This design comes from an exercise in tuning for a short achievable clock period and few clock cycles per item on the open sky130 flow, not from production work. No run shown here included a check of the RTL's function; only the layout flow was run. Power is estimated from default activity; no workload was simulated.

==> flow/design.v <==
`default_nettype none
package psda_pkg;
  localparam int unsigned CLIENTS_DEF = 10;
  localparam int unsigned IP_W    = 32;
  localparam int unsigned PORT_W  = 16;
  localparam int unsigned DATA_W  = 32;
  localparam int unsigned RB_AW   = 2;
  localparam int unsigned RB_CAP  = 4;
  typedef enum logic {
    OP_CLIENT  = 1'b0,
    OP_REPLICA = 1'b1
  } op_t;
endpackage
`default_nettype wire
`default_nettype none
module psda_table #(
  parameter int unsigned CLIENTS = psda_pkg::CLIENTS_DEF
) (
  input  wire logic                               clk,
  input  wire logic                               rst_q,       
  input  wire logic [psda_pkg::IP_W-1:0]          lk_ip,
  input  wire logic [psda_pkg::PORT_W-1:0]        lk_port,
  input  wire logic signed [psda_pkg::DATA_W-1:0] lk_seq,
  input  wire logic                               cm_client,    
  input  wire logic [psda_pkg::IP_W-1:0]          cm_ip,
  input  wire logic [psda_pkg::PORT_W-1:0]        cm_port,
  input  wire logic signed [psda_pkg::DATA_W-1:0] cm_seq,
  output logic                                    cm_dup,
  output logic                                    cm_untr
);
  logic [CLIENTS-1:0]                 vld_r;
  logic [psda_pkg::IP_W-1:0]          ip_r   [CLIENTS];
  logic [psda_pkg::PORT_W-1:0]        port_r [CLIENTS];
  logic signed [psda_pkg::DATA_W-1:0] seq_r  [CLIENTS];
  logic [CLIENTS-1:0]                 free_r;      
  logic                               full_r;
  logic [CLIENTS-1:0]                 m_r;         
  logic [CLIENTS-1:0]                 g_r;         
  logic                               eqp_r;       
  logic                               lep_r;       
  logic                               c_trk_r;
  logic [CLIENTS-1:0]                 c_slot_r;
  logic [CLIENTS-1:0] m_l, g_l;
  always_comb begin
    for (int i = 0; i < CLIENTS; i++) begin
      m_l[i] = vld_r[i] && ip_r[i] == lk_ip && port_r[i] == lk_port;
      g_l[i] = lk_seq <= seq_r[i];
    end
  end
  always_ff @(posedge clk) begin
    m_r   <= m_l;
    g_r   <= g_l;
    eqp_r <= cm_client && lk_ip == cm_ip && lk_port == cm_port;
    lep_r <= lk_seq <= cm_seq;
  end
  logic               fwd_t, hit, alloc, dup, untr;
  logic [CLIENTS-1:0] slot;
  assign fwd_t = eqp_r && c_trk_r;
  assign hit   = (|m_r) || fwd_t;
  assign alloc = cm_client && !hit && !full_r;
  assign untr  = !hit && full_r;
  assign dup   = (|(m_r & g_r)) || (fwd_t && lep_r);
  assign slot  = m_r | (eqp_r ? c_slot_r : '0) | (alloc ? free_r : '0);
  assign cm_dup  = dup;
  assign cm_untr = untr;
  always_ff @(posedge clk) begin
    c_trk_r  <= hit || !full_r;
    c_slot_r <= slot;
  end
  always_ff @(posedge clk) begin
    if (!rst_q) begin
      vld_r  <= '0;
      free_r <= CLIENTS'(1);
      full_r <= 1'b0;
    end else if (alloc) begin
      vld_r  <= vld_r | free_r;
      free_r <= free_r << 1;
      full_r <= free_r[CLIENTS-1];
    end
  end
  always_ff @(posedge clk) begin
    for (int i = 0; i < CLIENTS; i++) begin
      if (cm_client && slot[i] && !dup) begin
        seq_r[i] <= cm_seq;
      end
      if (alloc && free_r[i]) begin
        ip_r[i]   <= cm_ip;
        port_r[i] <= cm_port;
      end
    end
  end
endmodule
`default_nettype wire
`default_nettype none
module psda_acc (
  input  wire logic                               clk,
  input  wire logic                               rst_q,       
  input  wire logic                               add,         
  input  wire logic                               dup,         
  input  wire logic                               load,        
  input  wire logic signed [psda_pkg::DATA_W-1:0] value,
  input  wire logic [psda_pkg::DATA_W-1:0]        load_count,
  input  wire logic signed [psda_pkg::DATA_W-1:0] load_sum,
  output logic signed [psda_pkg::DATA_W-1:0]      total_r,
  output logic [psda_pkg::DATA_W-1:0]             count_r
);
  logic signed [psda_pkg::DATA_W-1:0] total_sum;
  logic [psda_pkg::DATA_W-1:0]        count_sum;
  assign total_sum = total_r + value;
  assign count_sum = count_r + psda_pkg::DATA_W'(1);
  always_ff @(posedge clk) begin
    if (!rst_q) begin
      total_r <= '0;
      count_r <= '0;
    end else if (load) begin
      total_r <= load_sum;
      count_r <= load_count;
    end else if (add && !dup) begin
      total_r <= total_sum;
      count_r <= count_sum;
    end
  end
endmodule
`default_nettype wire
`default_nettype none
module per_source_request_dedup_accumulator #(
  parameter int unsigned CLIENTS = psda_pkg::CLIENTS_DEF
) (
  input  wire logic                               clk,
  input  wire logic                               rst_n,
  input  wire logic                               in_valid,
  output logic                                    in_ready,
  input  wire logic                               in_operation,
  input  wire logic [psda_pkg::IP_W-1:0]          in_src_ip,
  input  wire logic [psda_pkg::PORT_W-1:0]        in_src_port,
  input  wire logic signed [psda_pkg::DATA_W-1:0] in_seq_num,
  input  wire logic signed [psda_pkg::DATA_W-1:0] in_value,
  input  wire logic [psda_pkg::DATA_W-1:0]        in_replica_count,
  input  wire logic signed [psda_pkg::DATA_W-1:0] in_replica_sum,
  output logic                                    out_valid,
  input  wire logic                               out_ready,
  output logic signed [psda_pkg::DATA_W-1:0]      out_ack_total,
  output logic [psda_pkg::DATA_W-1:0]             out_ack_count,
  output logic                                    out_is_duplicate,
  output logic                                    out_not_tracked
);
  localparam int unsigned W    = psda_pkg::DATA_W;
  localparam int unsigned AW   = psda_pkg::RB_AW;
  localparam int unsigned CAP  = psda_pkg::RB_CAP;
  localparam int unsigned RW   = 2 * W + 2;
  logic rst_q;
  logic rst_any;
  always_ff @(posedge clk) begin
    rst_q <= rst_n;
  end
  assign rst_any = !rst_n || !rst_q;
  logic                  in_ready_r;
  logic                  a_v;
  psda_pkg::op_t         a_op;
  logic [psda_pkg::IP_W-1:0]   a_ip;
  logic [psda_pkg::PORT_W-1:0] a_port;
  logic [W-1:0]          a_seq, a_val, a_rc, a_rs;
  always_ff @(posedge clk) begin
    if (!rst_q) begin
      a_v <= 1'b0;
    end else begin
      a_v <= in_valid && in_ready_r;
    end
  end
  always_ff @(posedge clk) begin
    a_op   <= psda_pkg::op_t'(in_operation);
    a_ip   <= in_src_ip;
    a_port <= in_src_port;
    a_seq  <= in_seq_num;
    a_val  <= in_value;
    a_rc   <= in_replica_count;
    a_rs   <= in_replica_sum;
  end
  logic a_client, a_replica;
  assign a_client  = a_v && (a_op == psda_pkg::OP_CLIENT);
  assign a_replica = a_v && (a_op == psda_pkg::OP_REPLICA);
  logic a_dup, a_untr;
  psda_table #(
    .CLIENTS(CLIENTS)
  ) u_table (
    .clk     (clk),
    .rst_q   (rst_q),
    .lk_ip    (in_src_ip),
    .lk_port  (in_src_port),
    .lk_seq   (in_seq_num),
    .cm_client(a_client),
    .cm_ip    (a_ip),
    .cm_port  (a_port),
    .cm_seq   (a_seq),
    .cm_dup   (a_dup),
    .cm_untr  (a_untr)
  );
  logic [W-1:0] r_tot, r_cnt;
  psda_acc u_acc (
    .clk       (clk),
    .rst_q     (rst_q),
    .add       (a_client),
    .dup       (a_dup),
    .load      (a_replica),
    .value     (a_val),
    .load_count(a_rc),
    .load_sum  (a_rs),
    .total_r   (r_tot),
    .count_r   (r_cnt)
  );
  logic r_v, r_dup, r_untr;
  always_ff @(posedge clk) begin
    if (!rst_q) begin
      r_v <= 1'b0;
    end else begin
      r_v <= a_client;
    end
  end
  always_ff @(posedge clk) begin
    r_dup  <= a_dup;
    r_untr <= a_untr && !a_dup;
  end
  logic [RW-1:0] rb [2**AW];
  logic [AW:0]   wr_r, rd_r;
  logic          rb_ne;
  logic          ov_r;
  logic [RW-1:0] o_r;
  logic          o_take;
  assign rb_ne  = (wr_r != rd_r);
  assign o_take = !ov_r || out_ready;
  logic [RW-1:0] r_rec;
  assign r_rec = {r_tot, r_cnt, r_dup, r_untr};
  always_ff @(posedge clk) begin
    if (r_v) begin
      rb[wr_r[AW-1:0]] <= r_rec;
    end
  end
  always_ff @(posedge clk) begin
    if (rst_any) begin
      wr_r <= '0;
      rd_r <= '0;
      ov_r <= 1'b0;
    end else begin
      if (r_v && !(o_take && !rb_ne)) begin
        wr_r <= wr_r + 1'b1;
      end
      if (o_take) begin
        ov_r <= rb_ne || r_v;
        if (rb_ne) begin
          rd_r <= rd_r + 1'b1;
        end
      end
    end
  end
  always_ff @(posedge clk) begin
    if (o_take) begin
      o_r <= rb_ne ? rb[rd_r[AW-1:0]] : r_rec;
    end
  end
  logic [AW:0] occ_r, occ_base, occ_nxt;
  logic        in_fire, out_fire;
  assign in_fire  = in_valid && in_ready_r;
  assign out_fire = out_ready && ov_r;
  assign occ_base = occ_r - (AW+1)'(a_replica);
  always_comb begin
    case ({in_fire, out_fire})
      2'b10:   occ_nxt = occ_base + 1'b1;
      2'b01:   occ_nxt = occ_base - 1'b1;
      default: occ_nxt = occ_base;
    endcase
  end
  always_ff @(posedge clk) begin
    if (rst_any) begin
      occ_r <= '0;
    end else begin
      occ_r <= occ_nxt;
    end
  end
  always_ff @(posedge clk) begin
    if (!rst_n) begin
      in_ready_r <= 1'b0;
    end else begin
      in_ready_r <= !rst_q || (occ_nxt < (AW+1)'(CAP));
    end
  end
  assign in_ready         = in_ready_r;
  assign out_valid        = ov_r;
  assign out_ack_total    = o_r[RW-1 -: W];
  assign out_ack_count    = o_r[2 +: W];
  assign out_is_duplicate = o_r[1];
  assign out_not_tracked  = o_r[0];
endmodule
`default_nettype wire
==> flow/run.sh <==
#!/bin/bash
# synth_recipe.tcl (not shown) runs the flow's synth.tcl, then flattens the netlist and writes it again
# the make line also repeats each setting of config.mk as NAME=value (left out here)
make -C /OpenROAD-flow-scripts/flow DESIGN_CONFIG=/design/flow/config.mk WORK_HOME=/design/flow/orfs CLKGATE_MAP_FILE= SYNTH_SCRIPT=/design/flow/synth_recipe.tcl finish
==> flow/config.mk <==
export PLATFORM = sky130hd
export DESIGN_NAME = per_source_request_dedup_accumulator
export DESIGN_NICKNAME = per_source_request_dedup_accumulator
export VERILOG_FILES = /design/flow/design.v
export SDC_FILE = /design/flow/constraint.sdc
export NUM_CORES = 4
export LEC_CHECK = 0
export ABC_CLOCK_PERIOD_IN_PS = 2500
export CAP_MARGIN = 20
export CORE_MARGIN = 2
export CORE_UTILIZATION = 50
export SETUP_SLACK_MARGIN = 4.5
export SLEW_MARGIN = 20
==> flow/constraint.sdc <==
create_clock -name core_clock -period 7.5 [get_ports {clk}]
set_input_delay 1.5000 -clock core_clock [delete_from_list [all_inputs] [get_ports {clk}]]
set_output_delay 1.5000 -clock core_clock [all_outputs]
set_load 0.01 [all_outputs]
==> flow_metrics.env, run 1 <==
export IMPL_synth_flop_cell="edfxtp_1"
export IMPL_synth_distinct_cells=70
export IMPL_path_max_fanout=11
export IMPL_cts_tree="yes"
export IMPL_post_route_period_util_pct=41.2
export IMPL_layout_drive_gt1_share_pct=14.5
export IMPL_dp_cells=6170
export IMPL_core_area_um2=122000
export IMPL_p_leak_nw=28.4
export IMPL_max_slew_margin_rel_pct=26.3
export IMPL_rsz0062_at_grt="true"
export IMPL_worstSkewPairLatency_ps=790
export IMPL_synthTopCellsByArea="edfxtp_1 (55%), dfxtp_1 (10%), ha_1 (7.9%)"
export IMPL_critical_path_top_delay_family="simple AND/OR/NAND/NOR gates"
export IMPL_critPathKind="input pin to flip-flop"
export IMPL_clockRootBuffer="clkbuf_16"
export IMPL_synth_edf_count=1130
export IMPL_fp_row_count=128
export IMPL_num_vias=37585
export IMPL_ys_seq_area_share_pct=65.1
export IMPL_wl_per_cell_um=27.3
export IMPL_yosysWarnings=6
export IMPL_status="finished clean"
export IMPL_max_cap_violations=0
export IMPL_clk_pin_slew_ps=60
export IMPL_start_kind="input pin"
export IMPL_vias_per_cell=5.77
export IMPL_dp_hpwl_mm=113
export IMPL_worst_ep_arrival_time_ps=3730
export IMPL_die_area_um2=126000
export IMPL_yosysTopAreaCellShare_pct=55.0
export IMPL_syn_num_nets=4897
export IMPL_syn2layout_area_growth_pct=18.1
export IMPL_finalSetupTns_ps=0
export IMPL_ioPinCount=249
export IMPL_crit_buf_inv=1
export IMPL_fillerInstances=9616
export IMPL_finalSetupViolCount=0
export IMPL_nets=5325
export IMPL_slowest_delay_ps=580
export IMPL_start_util_pct=50.5
export IMPL_crit_chain="clkdlybuf4s15_1 > xnor2_1 > nand4_1 > nor4_4 > nand3_1 > a2111oi_0"
export IMPL_power_density_nw_per_um2=239
export IMPL_hold_path_class="flip-flop to flip-flop"
export IMPL_cp_end_kind="flip-flop"
export IMPL_drt_iter0_drc=3869
export IMPL_total_power_mw=17.4
export IMPL_period_minus_slack_ps=3090
export IMPL_yosysTopAreaCell="edfxtp_1"
export IMPL_final_cells=6514
export IMPL_grt_pass1_wl_mm=254
export IMPL_async_flop_share_pct=0
export IMPL_grt_overflow_total=0
export IMPL_synth_commonest_cells="edfxtp_1 (1130), inv_1 (413), ha_1 (392), xor2_1 (320), dfxtp_1 (313)"
export IMPL_setup_slack_ps=4410
export IMPL_slew_viol_final=0
export IMPL_ant_nets=0
export IMPL_worst_pin_slew_ps=1100
export IMPL_grtUsageTotal_pct=28.0
export IMPL_cts_buffers=155
export IMPL_max_vdd_ir_drop_mv=0.231
export IMPL_firstDrtPassIters=6
export IMPL_clockBufferDepth=3
export IMPL_holdWs_ps=432
export IMPL_die_w_um=355
export IMPL_ys_ff_latch=1443
export IMPL_report_final_hold_viol_count=0
export IMPL_grt_max_degree=67
export IMPL_gp_congestion=0.875
export IMPL_die_y_um=355
export IMPL_place_ws_ps=2720
export IMPL_ctsHtreeMaxLevel=4
export IMPL_cpMaxStageDelayCell="clkdlybuf4s15_1"
export IMPL_route_detailed_drc=0
export IMPL_grt_antenna_before_repair=5
export IMPL_avgSynthCellArea_um2=14.3
export IMPL_yosysMostFrequentCell="edfxtp_1"
export IMPL_cts_sinks=1443
export IMPL_wl_mm=178
export IMPL_grt_pass1_vias=35971
export IMPL_port_buffers=248
export IMPL_required_ps=8140
export IMPL_syn_area_um2=61700
export IMPL_syn_inst=4322
export IMPL_fin_skew_ps=37.3
export IMPL_fmax_mhz=323
power breakdown:
group	internal [mW]	total, mW	leakage (nW)	switching [mW]
clock network	4.39	7.57	2.45	3.18
logic	0.408	1.03	12.7	0.619
registers	8.71	8.85	13.3	0.141
state kept, by name (all words and copies together) (netlist names), 16 cells and up, named ones only:
register / cells
u_acc.count_r: 32
u_table.port_r: 160
a_port: 16
a_val: 32
u_table.ip_r: 320
o_r: 66
a_rc: 32
a_rs: 32
u_acc.total_r: 32
a_ip: 32
a_seq: 32
u_table.seq_r: 320
rb: 264
area by class of cell:
type                            count  area (um^2)  area share, %
Sequential cell                  1443        40200           55.1
Multi-Input combinational cell   2364        20500           28.0
Clock buffer                      228         4390           6.02
Timing Repair Buffer              371         3610           4.95
Tap cell                         1625         2030           2.79
Inverter                          415         1570           2.15
Clock inverter                     61          646          0.885
Antenna cell                        7         17.5         0.0240
path summary, 6_finish.rpt:
path | start | endpoint | slack, ps | cells after the start
worst max-delay path | in_src_ip[1] | u_table.m_r[7] | 4410 | 6
worst max register to register | u_table.m_r[3] | u_acc.count_r[30] | 4540 | 9
worst min register to register | a_rs[2] | u_acc.total_r[2] | 430 | 2
worst min-delay path | a_rs[2] | u_acc.total_r[2] | 430 | 2
logic make-up after synthesis:
family / Yosys count / synth area share (%)
multiplexers: 140 / 3.75
adder cells (fa/ha/maj): 394 / 8.01
AND/OR/NAND/NOR: 693 / 5.92
AO/OA/AOI/OAI: 615 / 6.74
flip-flops: 1443 / 65.1
XOR/XNOR: 511 / 7.25
buffers and inverters: 526 / 3.22
timing repair:
item	CTS	global route
pin swaps	16	25
hold buffers	0	0
gates cloned	9	2
resized for setup	418	126
setup buffers	24	13
setup endpoints to repair	903	315
worst min-delay path: cells and delay by family (launching register included):
family | cells | cell delay [ps]
flip-flops | 1 | 300
AO/OA/AOI/OAI | 1 | 50
AND/OR/NAND/NOR | 1 | 50
cell usage in the layout (no fill, tap or decap), drive strengths merged, types with 15 or more instances in the layout:
cell | Yosys | final
a211o | 15 | 15
a211oi | 40 | 40
a21o | 140 | 140
a21oi | 142 | 142
a221oi | 17 | 17
a22oi | 19 | 19
a311oi | 18 | 18
and2 | 30 | 39
and3 | 19 | 19
buf | 44 | 158
clkbuf | 67 | 244
clkdlybuf4s15 | 0 | 32
clkdlybuf4s50 | 0 | 130
clkinv | 2 | 45
dfxtp | 313 | 313
dlygate4sd2 | 0 | 35
edfxtp | 1130 | 1130
ha | 392 | 392
inv | 413 | 417
mux2 | 69 | 69
mux4 | 66 | 66
nand2 | 120 | 120
nand3 | 42 | 42
nand4 | 143 | 143
nor2 | 142 | 142
nor2b | 25 | 25
nor3 | 28 | 29
nor4 | 96 | 96
o21a | 22 | 22
o21ai | 87 | 87
o22ai | 27 | 27
xnor2 | 191 | 191
xor2 | 320 | 320
routing by layer:
metal  GRT usage, %  wire [um]  vias to the layer above
li1               -          -                    16917
met1           40.4      76800                    18876
met2           42.8      80100                     1519
met3           4.99      14300                      273
met4           10.1       6310                        0
met5              0          0                        -
through the flow:
step	cell area, um^2	util, %
2_1_floorplan	61900	-
3_3_place_gp	66700	54.6
3_5_place_dp	66700	54.6
4_1_cts	72500	59.3
5_1_grt	72900	59.7
6_report	72900	59.7
==> run 2, diff against run 1 <==
--- a/flow/design.v
+++ b/flow/design.v
@@ -6,4 +6,4 @@
   localparam int unsigned DATA_W  = 32;
-  localparam int unsigned RB_AW   = 2;
-  localparam int unsigned RB_CAP  = 4;
+  localparam int unsigned RB_AW   = 3;
+  localparam int unsigned RB_CAP  = 8;
   typedef enum logic {
@@ -20,11 +20,11 @@
   input  wire logic                               rst_q,       
-  input  wire logic [psda_pkg::IP_W-1:0]          lk_ip,
-  input  wire logic [psda_pkg::PORT_W-1:0]        lk_port,
-  input  wire logic signed [psda_pkg::DATA_W-1:0] lk_seq,
-  input  wire logic                               cm_client,    
-  input  wire logic [psda_pkg::IP_W-1:0]          cm_ip,
-  input  wire logic [psda_pkg::PORT_W-1:0]        cm_port,
-  input  wire logic signed [psda_pkg::DATA_W-1:0] cm_seq,
-  output logic                                    cm_dup,
-  output logic                                    cm_untr
+  input  wire logic [psda_pkg::IP_W-1:0]          a_ip,
+  input  wire logic [psda_pkg::PORT_W-1:0]        a_port,
+  input  wire logic signed [psda_pkg::DATA_W-1:0] a_seq,
+  input  wire logic                               b_client,    
+  input  wire logic [psda_pkg::IP_W-1:0]          b_ip,
+  input  wire logic [psda_pkg::PORT_W-1:0]        b_port,
+  input  wire logic signed [psda_pkg::DATA_W-1:0] b_seq,
+  output logic                                    b_dup,
+  output logic                                    b_untr
 );
@@ -42,7 +42,7 @@
   logic [CLIENTS-1:0]                 c_slot_r;
-  logic [CLIENTS-1:0] m_l, g_l;
+  logic [CLIENTS-1:0] m_a, g_a;
   always_comb begin
     for (int i = 0; i < CLIENTS; i++) begin
-      m_l[i] = vld_r[i] && ip_r[i] == lk_ip && port_r[i] == lk_port;
-      g_l[i] = lk_seq <= seq_r[i];
+      m_a[i] = vld_r[i] && ip_r[i] == a_ip && port_r[i] == a_port;
+      g_a[i] = a_seq <= seq_r[i];
     end
@@ -50,6 +50,6 @@
   always_ff @(posedge clk) begin
-    m_r   <= m_l;
-    g_r   <= g_l;
-    eqp_r <= cm_client && lk_ip == cm_ip && lk_port == cm_port;
-    lep_r <= lk_seq <= cm_seq;
+    m_r   <= m_a;
+    g_r   <= g_a;
+    eqp_r <= b_client && a_ip == b_ip && a_port == b_port;
+    lep_r <= a_seq <= b_seq;
   end
@@ -59,3 +59,3 @@
   assign hit   = (|m_r) || fwd_t;
-  assign alloc = cm_client && !hit && !full_r;
+  assign alloc = b_client && !hit && !full_r;
   assign untr  = !hit && full_r;
@@ -63,4 +63,4 @@
   assign slot  = m_r | (eqp_r ? c_slot_r : '0) | (alloc ? free_r : '0);
-  assign cm_dup  = dup;
-  assign cm_untr = untr;
+  assign b_dup  = dup;
+  assign b_untr = untr;
   always_ff @(posedge clk) begin
@@ -82,8 +82,8 @@
     for (int i = 0; i < CLIENTS; i++) begin
-      if (cm_client && slot[i] && !dup) begin
-        seq_r[i] <= cm_seq;
+      if (b_client && slot[i] && !dup) begin
+        seq_r[i] <= b_seq;
       end
       if (alloc && free_r[i]) begin
-        ip_r[i]   <= cm_ip;
-        port_r[i] <= cm_port;
+        ip_r[i]   <= b_ip;
+        port_r[i] <= b_port;
       end
@@ -178,6 +178,27 @@
   end
-  logic a_client, a_replica;
-  assign a_client  = a_v && (a_op == psda_pkg::OP_CLIENT);
-  assign a_replica = a_v && (a_op == psda_pkg::OP_REPLICA);
-  logic a_dup, a_untr;
+  logic                  b_v;
+  psda_pkg::op_t         b_op;
+  logic [psda_pkg::IP_W-1:0]   b_ip;
+  logic [psda_pkg::PORT_W-1:0] b_port;
+  logic [W-1:0]          b_seq, b_val, b_rc, b_rs;
+  logic                  b_client, b_replica;
+  always_ff @(posedge clk) begin
+    if (!rst_q) begin
+      b_v <= 1'b0;
+    end else begin
+      b_v <= a_v;
+    end
+  end
+  always_ff @(posedge clk) begin
+    b_op   <= a_op;
+    b_ip   <= a_ip;
+    b_port <= a_port;
+    b_seq  <= a_seq;
+    b_val  <= a_val;
+    b_rc   <= a_rc;
+    b_rs   <= a_rs;
+  end
+  assign b_client  = b_v && (b_op == psda_pkg::OP_CLIENT);
+  assign b_replica = b_v && (b_op == psda_pkg::OP_REPLICA);
+  logic b_dup, b_untr;
   psda_table #(
@@ -187,11 +208,11 @@
     .rst_q   (rst_q),
-    .lk_ip    (in_src_ip),
-    .lk_port  (in_src_port),
-    .lk_seq   (in_seq_num),
-    .cm_client(a_client),
-    .cm_ip    (a_ip),
-    .cm_port  (a_port),
-    .cm_seq   (a_seq),
-    .cm_dup   (a_dup),
-    .cm_untr  (a_untr)
+    .a_ip    (a_ip),
+    .a_port  (a_port),
+    .a_seq   (a_seq),
+    .b_client(b_client),
+    .b_ip    (b_ip),
+    .b_port  (b_port),
+    .b_seq   (b_seq),
+    .b_dup   (b_dup),
+    .b_untr  (b_untr)
   );
@@ -201,8 +222,8 @@
     .rst_q     (rst_q),
-    .add       (a_client),
-    .dup       (a_dup),
-    .load      (a_replica),
-    .value     (a_val),
-    .load_count(a_rc),
-    .load_sum  (a_rs),
+    .add       (b_client),
+    .dup       (b_dup),
+    .load      (b_replica),
+    .value     (b_val),
+    .load_count(b_rc),
+    .load_sum  (b_rs),
     .total_r   (r_tot),
@@ -215,3 +236,3 @@
     end else begin
-      r_v <= a_client;
+      r_v <= b_client;
     end
@@ -219,4 +240,4 @@
   always_ff @(posedge clk) begin
-    r_dup  <= a_dup;
-    r_untr <= a_untr && !a_dup;
+    r_dup  <= b_dup;
+    r_untr <= b_untr && !b_dup;
   end
@@ -263,3 +284,3 @@
   assign out_fire = out_ready && ov_r;
-  assign occ_base = occ_r - (AW+1)'(a_replica);
+  assign occ_base = occ_r - (AW+1)'(b_replica);
   always_comb begin
==> flow_metrics.env, run 2 <==
export IMPL_status="finished clean"
export IMPL_num_vias=43355
export IMPL_finalSetupViolCount=0
export IMPL_syn_area_um2=75500
export IMPL_yosysWarnings=6
export IMPL_worst_pin_slew_ps=1110
export IMPL_critPathKind="flip-flop to output pin"
export IMPL_wl_mm=203
export IMPL_cts_sinks=1889
export IMPL_port_buffers=248
export IMPL_fp_row_count=142
export IMPL_finish_utilization_pct=58.8
export IMPL_cts_tree="yes"
export IMPL_gp_congestion=0.859
export IMPL_period_minus_slack_ps=3030
export IMPL_clockBufferDepth=3
export IMPL_rsz0062_at_grt="true"
export IMPL_synth_top_family_by_area="adder cells"
export IMPL_die_area_um2=154000
export IMPL_yosysTopAreaCell="edfxtp_1"
export IMPL_slowest_delay_ps=530
export IMPL_grt_pass1_wl_mm=291
export IMPL_firstDrtPassIters=5
export IMPL_diodes=0
export IMPL_synth_flop_cell="edfxtp_1"
export IMPL_layout_drive_gt1_share_pct=13.1
export IMPL_die_w_um=393
export IMPL_holdWs_ps=324
export IMPL_hold_path_class="flip-flop to flip-flop"
export IMPL_async_flop_share_pct=0
export IMPL_max_vdd_ir_drop_mv=0.245
export IMPL_crit_chain="buf_2"
export IMPL_nets=6030
export IMPL_wl_per_cell_um=26.5
export IMPL_start_util_pct=50.3
export IMPL_core_area_um2=150000
export IMPL_clk_pin_slew_ps=60
export IMPL_worst_ep_arrival_time_ps=1530
export IMPL_fillerInstances=11801
export IMPL_grtUsageTotal_pct=26.2
export IMPL_dp_hpwl_mm=121
export IMPL_synth_commonest_cells="edfxtp_1 (1394), dfxtp_1 (495), inv_1 (394), ha_1 (391), xor2_1 (339)"
export IMPL_max_cap_violations=0
export IMPL_slew_viol_final=0
export IMPL_finalSetupTns_ps=0
export IMPL_p_leak_nw=33.3
export IMPL_path_max_fanout=1
export IMPL_grt_antenna_before_repair=8
export IMPL_fmax_mhz=330
export IMPL_largest_register_ffs=528
export IMPL_post_route_period_util_pct=40.4
export IMPL_yosysTopAreaCellShare_pct=55.5
export IMPL_syn2layout_area_growth_pct=16.9
export IMPL_synth_distinct_cells=73
export IMPL_required_ps=6000
export IMPL_clockRootBuffer="clkbuf_16"
export IMPL_power_density_nw_per_um2=255
export IMPL_max_slew_margin_rel_pct=25.6
export IMPL_report_final_hold_viol_count=0
export IMPL_synth_compound_area_share_pct=5.59
export IMPL_final_common_cell="edfxtp_1"
export IMPL_yosys_area_share_xor_xnor_pct=6.39
export IMPL_grt_pass1_vias=42181
export IMPL_grt_overflow_total=0
export IMPL_avgSynthCellArea_um2=15.1
export IMPL_synthSimpleGateAreaFrac_pct=5.32
export IMPL_total_power_mw=22.5
export IMPL_crit_buf_inv=1
export IMPL_most_common_layout_cells="edfxtp_1 (1394), dfxtp_1 (459), inv_1 (392)"
export IMPL_die_y_um=393
export IMPL_ant_nets=0
export IMPL_cts_buffers=196
export IMPL_syn_num_nets=5583
export IMPL_synth_edf_count=1394
export IMPL_worstSkewPairLatency_ps=810
export IMPL_cpMaxStageDelayCell="edfxtp_1"
export IMPL_grt_max_degree=87
export IMPL_ys_seq_area_share_pct=68.6
export IMPL_synthTopCellsByArea="edfxtp_1 (55%), dfxtp_1 (13%), ha_1 (6.5%)"
export IMPL_vias_per_cell=5.67
export IMPL_syn_inst=5009
export IMPL_route_detailed_drc=0
export IMPL_synthMuxAreaShare_pct=4.91
export IMPL_ys_ff_latch=1889
export IMPL_cp_end_kind="output pin"
export IMPL_fin_skew_ps=38.9
export IMPL_synth_adder_area_share_pct=6.53
export IMPL_start_kind="flip-flop"
export IMPL_critical_path_top_delay_family="flip-flops"
export IMPL_yosysMostFrequentCell="edfxtp_1"
export IMPL_ioPinCount=249
export IMPL_drt_iter0_drc=4053
export IMPL_ctsHtreeMaxLevel=4
## run 2: per-layer routing
layer	vias to the layer above	global-route usage (%)	routed length, um
li1	19466	-	-
met1	22020	38.2	89600
met2	1568	41.1	93100
met4	2	6.90	4740
met3	299	4.11	15000
met5	-	0	8
## run 2: what timing repair did
| action | CTS | global route |
|---|---|---|
| hold buffers | 0 | 0 |
| pin swaps | 5 | 9 |
| hold endpoints to repair | 0 | 0 |
| cloned | 7 | 1 |
| resized for setup | 246 | 70 |
| setup endpoints to repair | 482 | 471 |
| buffers inserted | 3 | 14 |
## run 2: cells by family (layout without fill, tap and decap cells)
family	Yosys count	count (layout)
DFF	1889	1889
and+or+nand+nor	780	788
AOI/OAI and AO/OA	656	656
xor gates and xnor gates	551	551
buffers and inverters	535	1145
adders and majority gates	393	393
muxes	205	205
## run 2: cell type report
cell class / count / area (um^2) / area share, %
clock inverters: 87 / 1050 / 1.19
repair buffers: 382 / 3520 / 3.99
inverters: 394 / 1480 / 1.68
flip-flops and latches: 1889 / 51800 / 58.8
multi-input cells: 2593 / 22000 / 25.0
well taps: 2016 / 2520 / 2.86
clock buffers: 282 / 5750 / 6.51
## run 2: power breakdown
part           internal [mW]  switching [mW]  total (mW)
Combinational          0.374           0.519       0.893
Clock                   6.08            4.05        10.1
Sequential              11.3           0.211        11.5
## run 2: final timing paths
check | from | end | slack, ps | cells past startpoint
max reg2reg | b_seq[31] | u_table.lep_r | 4530 | 6
min | a_rc[31] | b_rc[31] | 320 | 0
min reg2reg | a_rc[31] | b_rc[31] | 320 | 0
max | o_r[1] | out_is_duplicate | 4470 | 1
## run 2: per-stage QoR
step           instances  instance area, um^2  worst slack (ps)
4_1_cts             7627                87800              4390
6_report            7643                88200              4470
2_1_floorplan       5009                75500              3540
3_5_place_dp        7248                81000              3700
3_3_place_gp        7248                81000              3770
5_1_grt             7643                88200              4420
==> run 3, diff against run 2 <==
--- a/flow/design.v
+++ b/flow/design.v
@@ -6,4 +6,6 @@
   localparam int unsigned DATA_W  = 32;
-  localparam int unsigned RB_AW   = 3;
-  localparam int unsigned RB_CAP  = 8;
+  localparam int unsigned SL_W    = 8;
+  localparam int unsigned NSL     = DATA_W / SL_W;
+  localparam int unsigned RB_AW   = 4;
+  localparam int unsigned RB_CAP  = 16;
   typedef enum logic {
@@ -27,4 +29,4 @@
   input  wire logic signed [psda_pkg::DATA_W-1:0] b_seq,
-  output logic                                    b_dup,
-  output logic                                    b_untr
+  output logic                                    c_dup,
+  output logic                                    c_untr
 );
@@ -63,4 +65,2 @@
   assign slot  = m_r | (eqp_r ? c_slot_r : '0) | (alloc ? free_r : '0);
-  assign b_dup  = dup;
-  assign b_untr = untr;
   always_ff @(posedge clk) begin
@@ -68,2 +68,4 @@
     c_slot_r <= slot;
+    c_dup    <= dup;
+    c_untr   <= untr;
   end
@@ -95,29 +97,107 @@
 module psda_acc (
-  input  wire logic                               clk,
-  input  wire logic                               rst_q,       
-  input  wire logic                               add,         
-  input  wire logic                               dup,         
-  input  wire logic                               load,        
-  input  wire logic signed [psda_pkg::DATA_W-1:0] value,
-  input  wire logic [psda_pkg::DATA_W-1:0]        load_count,
-  input  wire logic signed [psda_pkg::DATA_W-1:0] load_sum,
-  output logic signed [psda_pkg::DATA_W-1:0]      total_r,
-  output logic [psda_pkg::DATA_W-1:0]             count_r
+  input  wire logic                          clk,
+  input  wire logic                          rst_q,       
+  input  wire logic                          in_v,        
+  input  wire logic                          in_add,      
+  input  wire logic                          in_load,     
+  input  wire logic                          in_dup,
+  input  wire logic                          in_untr,
+  input  wire logic [psda_pkg::DATA_W-1:0]   in_value,
+  input  wire logic [psda_pkg::DATA_W-1:0]   in_lcount,
+  input  wire logic [psda_pkg::DATA_W-1:0]   in_lsum,
+  output logic                               out_v,
+  output logic [psda_pkg::DATA_W-1:0]        out_total,
+  output logic [psda_pkg::DATA_W-1:0]        out_count,
+  output logic                               out_dup,
+  output logic                               out_untr
 );
-  logic signed [psda_pkg::DATA_W-1:0] total_sum;
-  logic [psda_pkg::DATA_W-1:0]        count_sum;
-  assign total_sum = total_r + value;
-  assign count_sum = count_r + psda_pkg::DATA_W'(1);
-  always_ff @(posedge clk) begin
-    if (!rst_q) begin
-      total_r <= '0;
-      count_r <= '0;
-    end else if (load) begin
-      total_r <= load_sum;
-      count_r <= load_count;
-    end else if (add && !dup) begin
-      total_r <= total_sum;
-      count_r <= count_sum;
+  localparam int unsigned W  = psda_pkg::DATA_W;
+  localparam int unsigned SW = psda_pkg::SL_W;
+  localparam int unsigned NS = psda_pkg::NSL;
+  logic          p_v    [NS+1];
+  logic          p_add  [NS+1];
+  logic          p_load [NS+1];
+  logic          p_dup  [NS+1];
+  logic          p_untr [NS+1];
+  logic [W-1:0]  p_val  [NS+1];
+  logic [W-1:0]  p_lc   [NS+1];
+  logic [W-1:0]  p_ls   [NS+1];
+  logic [W-1:0]  p_tot  [NS+1];
+  logic [W-1:0]  p_cnt  [NS+1];
+  logic          p_ct   [NS+1];    
+  logic          p_cc   [NS+1];    
+  logic [SW-1:0] tot_r [NS];
+  logic [SW-1:0] cnt_r [NS];
+  assign p_v[0]    = in_v;
+  assign p_add[0]  = in_add;
+  assign p_load[0] = in_load;
+  assign p_dup[0]  = in_dup;
+  assign p_untr[0] = in_untr;
+  assign p_val[0]  = in_value;
+  assign p_lc[0]   = in_lcount;
+  assign p_ls[0]   = in_lsum;
+  assign p_tot[0]  = '0;
+  assign p_cnt[0]  = '0;
+  assign p_ct[0]   = 1'b0;
+  assign p_cc[0]   = 1'b1;        
+  for (genvar k = 0; k < NS; k++) begin : g_st
+    logic [SW:0]   tsum, csum;
+    logic [SW-1:0] tnxt, cnxt;
+    logic          tco, cco;
+    assign tsum = {1'b0, tot_r[k]} + {1'b0, p_val[k][k*SW +: SW]} + (SW+1)'(p_ct[k]);
+    assign csum = {1'b0, cnt_r[k]} + (SW+1)'(p_cc[k]);
+    always_comb begin
+      tnxt = tot_r[k];
+      cnxt = cnt_r[k];
+      tco  = 1'b0;
+      cco  = 1'b0;
+      if (p_load[k]) begin
+        tnxt = p_ls[k][k*SW +: SW];
+        cnxt = p_lc[k][k*SW +: SW];
+      end else if (p_add[k]) begin
+        tnxt = tsum[SW-1:0];
+        cnxt = csum[SW-1:0];
+        tco  = tsum[SW];
+        cco  = csum[SW];
+      end
+    end
+    always_ff @(posedge clk) begin
+      if (!rst_q) begin
+        tot_r[k] <= '0;
+        cnt_r[k] <= '0;
+      end else begin
+        tot_r[k] <= tnxt;
+        cnt_r[k] <= cnxt;
+      end
+    end
+    always_ff @(posedge clk) begin
+      if (!rst_q) begin
+        p_v[k+1]    <= 1'b0;
+        p_add[k+1]  <= 1'b0;
+        p_load[k+1] <= 1'b0;
+      end else begin
+        p_v[k+1]    <= p_v[k];
+        p_add[k+1]  <= p_add[k];
+        p_load[k+1] <= p_load[k];
+      end
+    end
+    always_ff @(posedge clk) begin
+      p_dup[k+1]  <= p_dup[k];
+      p_untr[k+1] <= p_untr[k];
+      p_val[k+1]  <= p_val[k];
+      p_lc[k+1]   <= p_lc[k];
+      p_ls[k+1]   <= p_ls[k];
+      p_ct[k+1]   <= tco;
+      p_cc[k+1]   <= cco;
+      p_tot[k+1]  <= p_tot[k];
+      p_cnt[k+1]  <= p_cnt[k];
+      p_tot[k+1][k*SW +: SW] <= tnxt;
+      p_cnt[k+1][k*SW +: SW] <= cnxt;
     end
   end
+  assign out_v     = p_v[NS];
+  assign out_total = p_tot[NS];
+  assign out_count = p_cnt[NS];
+  assign out_dup   = p_dup[NS];
+  assign out_untr  = p_untr[NS];
 endmodule
@@ -202,3 +282,3 @@
   assign b_replica = b_v && (b_op == psda_pkg::OP_REPLICA);
-  logic b_dup, b_untr;
+  logic c_dup, c_untr;
   psda_table #(
@@ -215,24 +295,14 @@
     .b_seq   (b_seq),
-    .b_dup   (b_dup),
-    .b_untr  (b_untr)
-  );
-  logic [W-1:0] r_tot, r_cnt;
-  psda_acc u_acc (
-    .clk       (clk),
-    .rst_q     (rst_q),
-    .add       (b_client),
-    .dup       (b_dup),
-    .load      (b_replica),
-    .value     (b_val),
-    .load_count(b_rc),
-    .load_sum  (b_rs),
-    .total_r   (r_tot),
-    .count_r   (r_cnt)
+    .c_dup   (c_dup),
+    .c_untr  (c_untr)
   );
-  logic r_v, r_dup, r_untr;
+  logic         c_client, c_load;
+  logic [W-1:0] c_val, c_rc, c_rs;
   always_ff @(posedge clk) begin
     if (!rst_q) begin
-      r_v <= 1'b0;
+      c_client <= 1'b0;
+      c_load   <= 1'b0;
     end else begin
-      r_v <= b_client;
+      c_client <= b_client;
+      c_load   <= b_replica;
     end
@@ -240,5 +310,25 @@
   always_ff @(posedge clk) begin
-    r_dup  <= b_dup;
-    r_untr <= b_untr && !b_dup;
+    c_val <= b_val;
+    c_rc  <= b_rc;
+    c_rs  <= b_rs;
   end
+  logic         r_v, r_dup, r_untr;
+  logic [W-1:0] r_tot, r_cnt;
+  psda_acc u_acc (
+    .clk      (clk),
+    .rst_q    (rst_q),
+    .in_v     (c_client),
+    .in_add   (c_client && !c_dup),
+    .in_load  (c_load),
+    .in_dup   (c_dup),
+    .in_untr  (c_untr),
+    .in_value (c_val),
+    .in_lcount(c_rc),
+    .in_lsum  (c_rs),
+    .out_v    (r_v),
+    .out_total(r_tot),
+    .out_count(r_cnt),
+    .out_dup  (r_dup),
+    .out_untr (r_untr)
+  );
   logic [RW-1:0] rb [2**AW];
@@ -251,7 +341,5 @@
   assign o_take = !ov_r || out_ready;
-  logic [RW-1:0] r_rec;
-  assign r_rec = {r_tot, r_cnt, r_dup, r_untr};
   always_ff @(posedge clk) begin
     if (r_v) begin
-      rb[wr_r[AW-1:0]] <= r_rec;
+      rb[wr_r[AW-1:0]] <= {r_tot, r_cnt, r_dup, r_untr};
     end
@@ -264,3 +352,3 @@
     end else begin
-      if (r_v && !(o_take && !rb_ne)) begin
+      if (r_v) begin
         wr_r <= wr_r + 1'b1;
@@ -268,3 +356,3 @@
       if (o_take) begin
-        ov_r <= rb_ne || r_v;
+        ov_r <= rb_ne;
         if (rb_ne) begin
@@ -277,3 +365,3 @@
     if (o_take) begin
-      o_r <= rb_ne ? rb[rd_r[AW-1:0]] : r_rec;
+      o_r <= rb[rd_r[AW-1:0]];
     end
--- a/flow/config.mk
+++ b/flow/config.mk
@@ -7,7 +7,5 @@
 export LEC_CHECK = 0
-export ABC_CLOCK_PERIOD_IN_PS = 2500
 export CAP_MARGIN = 20
 export CORE_MARGIN = 2
-export CORE_UTILIZATION = 50
-export SETUP_SLACK_MARGIN = 4.5
+export CORE_UTILIZATION = 40
 export SLEW_MARGIN = 20
==> flow_metrics.env, run 3 <==
export IMPL_finalSetupViolCount=0
export IMPL_fin_skew_ps=95.3
export IMPL_async_flop_share_pct=0
export IMPL_cts_buffers=298
export IMPL_post_route_period_util_pct=49.3
export IMPL_wl_met3_mm=15.7
export IMPL_start_kind="flip-flop"
export IMPL_required_ps=7910
export IMPL_r2r_start="u_table.eqp_r"
export IMPL_gp_congestion=0.844
export IMPL_cp_end_kind="flip-flop"
export IMPL_r2r_cells=7
export IMPL_max_vdd_ir_drop_mv=0.223
export IMPL_rrSetupSlack_ps=3800
export IMPL_p_leak_nw=41.3
export IMPL_core_area_um2=259000
export IMPL_synth_adder_area_share_pct=4.95
export IMPL_ys_ff_latch=2842
export IMPL_path_max_fanout=51
export IMPL_p_sw_share_pct=20.5
export IMPL_yosysTopAreaCell="edfxtp_1"
export IMPL_nets=7155
export IMPL_grt_pass1_wl_mm=369
export IMPL_synthMuxAreaShare_pct=7.61
export IMPL_total_power_mw=32.5
export IMPL_synthTopCellsByArea="edfxtp_1 (56%), dfxtp_1 (18%), mux4_2 (6.8%)"
export IMPL_port_buffers=248
export IMPL_yosysTopAreaCellShare_pct=55.6
export IMPL_period_minus_slack_ps=3700
export IMPL_synth_top_family_by_area="multiplexers"
export IMPL_whs_endpoint="u_acc.p_tot[4][10]"
export IMPL_yosysWarnings=20
export IMPL_seq_area_um2=76100
export IMPL_post_cts_setup_buffer_count=0
export IMPL_syn_num_nets=6629
export IMPL_status="finished clean"
export IMPL_p_comb_share_pct=2.4
export IMPL_die_w_um=514
export IMPL_clockPowerShare_pct=45.3
export IMPL_grt_overflow_total=0
export IMPL_fp_row_count=187
export IMPL_critPathKind="flip-flop to flip-flop"
export IMPL_layout_drive_gt1_share_pct=13.9
export IMPL_topRoutingLayerUsed="met5"
export IMPL_die_area_um2=264000
export IMPL_max_slew_margin_rel_pct=23.8
export IMPL_syn_area_um2=104000
export IMPL_grt_antenna_before_repair=13
export IMPL_drt_iter0_drc=4906
export IMPL_min_delay_start="u_acc.p_tot[3][10]"
export IMPL_cts_sinks=2842
export IMPL_synth_compound_area_share_pct=3.24
export IMPL_multiInputGateArea_um2=25400
export IMPL_cts_repair_resized=0
export IMPL_max_cap_violations=0
export IMPL_slew_viol_final=0
export IMPL_synth_edf_count=1922
export IMPL_wl_per_cell_um=25.2
export IMPL_syn2layout_area_growth_pct=16.4
export IMPL_hold_depth=0
export IMPL_grt_pass1_vias=54381
export IMPL_route_detailed_drc=0
export IMPL_fillerInstances=21864
export IMPL_grt_max_degree=76
export IMPL_most_common_layout_cells="edfxtp_1 (1922), dfxtp_1 (915), inv_1 (432)"
export IMPL_yosys_area_share_xor_xnor_pct=4.63
export IMPL_clockRootBuffer="clkbuf_16"
export IMPL_wl_mm=258
export IMPL_ys_seq_area_share_pct=73.3
export IMPL_ctsHtreeMaxLevel=5
export IMPL_report_final_hold_viol_count=0
export IMPL_hold_path_class="flip-flop to flip-flop"
export IMPL_regToRegEndpoint="u_table.seq_r[6][30]"
export IMPL_grtUsageTotal_pct=19.2
export IMPL_fmax_mhz=271
export IMPL_p_int_mw=25.9
export IMPL_synth_flop_cell="edfxtp_1"
export IMPL_worst_ep_arrival_time_ps=4110
export IMPL_worst_pin_slew_ps=1130
export IMPL_firstDrtPassIters=5
export IMPL_holdWs_ps=295
export IMPL_final_common_cell="edfxtp_1"
export IMPL_dp_hpwl_mm=155
export IMPL_synth_commonest_cells="edfxtp_1 (1922), dfxtp_1 (920), inv_1 (432), ha_1 (398), xor2_1 (343)"
export IMPL_wl_met1_mm=106
export IMPL_finish_utilization_pct=46.7
export IMPL_dr_wl_met2_mm=128
export IMPL_ant_nets=0
export IMPL_clk_pin_slew_ps=60
export IMPL_ioPinCount=249
export IMPL_largest_register_ffs=1056
export IMPL_synth_distinct_cells=74
export IMPL_finalSetupTns_ps=0
export IMPL_avgSynthCellArea_um2=17.2
export IMPL_die_y_um=514
export IMPL_start_util_pct=40.1
export IMPL_syn_inst=6042
export IMPL_worstSkewPairLatency_ps=870
export IMPL_cts_tree="yes"
export IMPL_num_vias=53193
export IMPL_postCtsHoldBufs=0
export IMPL_yosysMostFrequentCell="edfxtp_1"
export IMPL_clockBufferDepth=4
export IMPL_vias_per_cell=5.21
export IMPL_power_density_nw_per_um2=269
export IMPL_synthSimpleGateAreaFrac_pct=3.87
export IMPL_p_switching_mw=6.68
export IMPL_pwr_share_seq_pct=52.3
export IMPL_rsz0062_at_grt="false"
## run 3: cell types whose count changed in the layout (fill, tap and decap cells not counted), moves of 68 or more
cell / change
clkdlybuf4s50_1: +68
a21o_1: -113
mux4_2: +183
dfxtp_1: +456
edfxtp_1: +528
clkbuf_16: +105
## run 3: worst max-delay path by stage
stage | endpoint | slack (ps) | from
5_1_grt | u_table.seq_r[0][14] | 3470 | u_table.eqp_r
2_1_floorplan | u_table.seq_r[9][0] | 3110 | u_table.m_r[0]
6_report | u_table.seq_r[6][30] | 3800 | u_table.eqp_r
3_3_place_gp | in_ready_r | 3290 | out_ready
4_1_cts | u_table.seq_r[9][9] | 3610 | u_table.eqp_r
3_5_place_dp | in_ready_r | 3410 | out_ready
## run 3: kinds of logic after synthesis
group	after synthesis
compound gates	534
fa+ha+maj	406
flops	2842
buf+inv	597
simple gates	744
xor+xnor	549
mux	370
## run 3: critical path, stage by stage (launching register included)
cell and delay [ps]:
dfxtp_1 430, a211oi_1 310, nand3_1 190, nor3_2 450
and2_2 220, buf_4 570, a211o_1 210, nor2b_4 870
## run 3: power by group through the flow
stage	Combinational (mW)	Sequential [mW]	Clock, mW
after floorplan	0.394	17.3	0
after global placement	0.766	17.4	0
after detailed placement	0.783	17.4	0
after CTS	0.788	17.0	15.0
after global routing	0.849	17.0	15.6
final	0.788	17.0	14.7
## run 3: through the flow
step	setup slack, ps	cell area, um^2	cells
floorplan	3110	104000	6042
global placement	3290	111000	9666
detailed placement	3410	111000	9666
CTS	3610	121000	10198
global route	3470	121000	10205
finish	3800	121000	10212
## run 3: per-layer routing
layer	up-vias	global-route usage, %
li1	23764	-
met1	27318	24.9
met2	1704	32.9
met3	405	3.08
met4	2	6.48
met5	-	0
## run 3: area by class of cell
cell class / count / area share [%]
antenna: 10 / 0.0207
clock buffer: 410 / 6.92
clock inverter: 122 / 1.18
inverter: 435 / 1.35
multi-input combinational: 2603 / 21.0
sequential: 2842 / 63.0
tap: 3402 / 3.52
timing repair buffer: 388 / 3.00

## what the ideal ports hide
How much do the figures lean on ideal ports? The routed layouts below were timed once more, with nothing changed but the port constraints. Step 1 assumes that a clkbuf_16 drives the clock port and a buf_2 every other input. Step 2 moves the port delays by t, midway between the first and last clock arrival at a register: inputs arrive t later, outputs are due t later. That takes back most of the time a late clock gives input paths. a / b / c = ideal / step 1 / step 2; a / b = the first two.
run | shift t [ns] | setup slack, ns | worst register clock-pin slew, ns | worst slew at a driven data input, ns
run 1 | 0.846 | 4.407 / 4.398 / 3.552 | 0.07 / 0.07 | 0.14
run 2 | 0.869 | 4.472 / 4.395 / 3.887 | 0.07 / 0.07 | 0.17
run 3 | 0.917 | 3.803 / 3.803 / 3.390 | 0.07 / 0.07 | 0.11
After both steps every run listed still meets setup and hold. For run 1, which loses most, drivers alone change the setup slack by -0.009 ns; drivers and shift together by -0.855 ns.
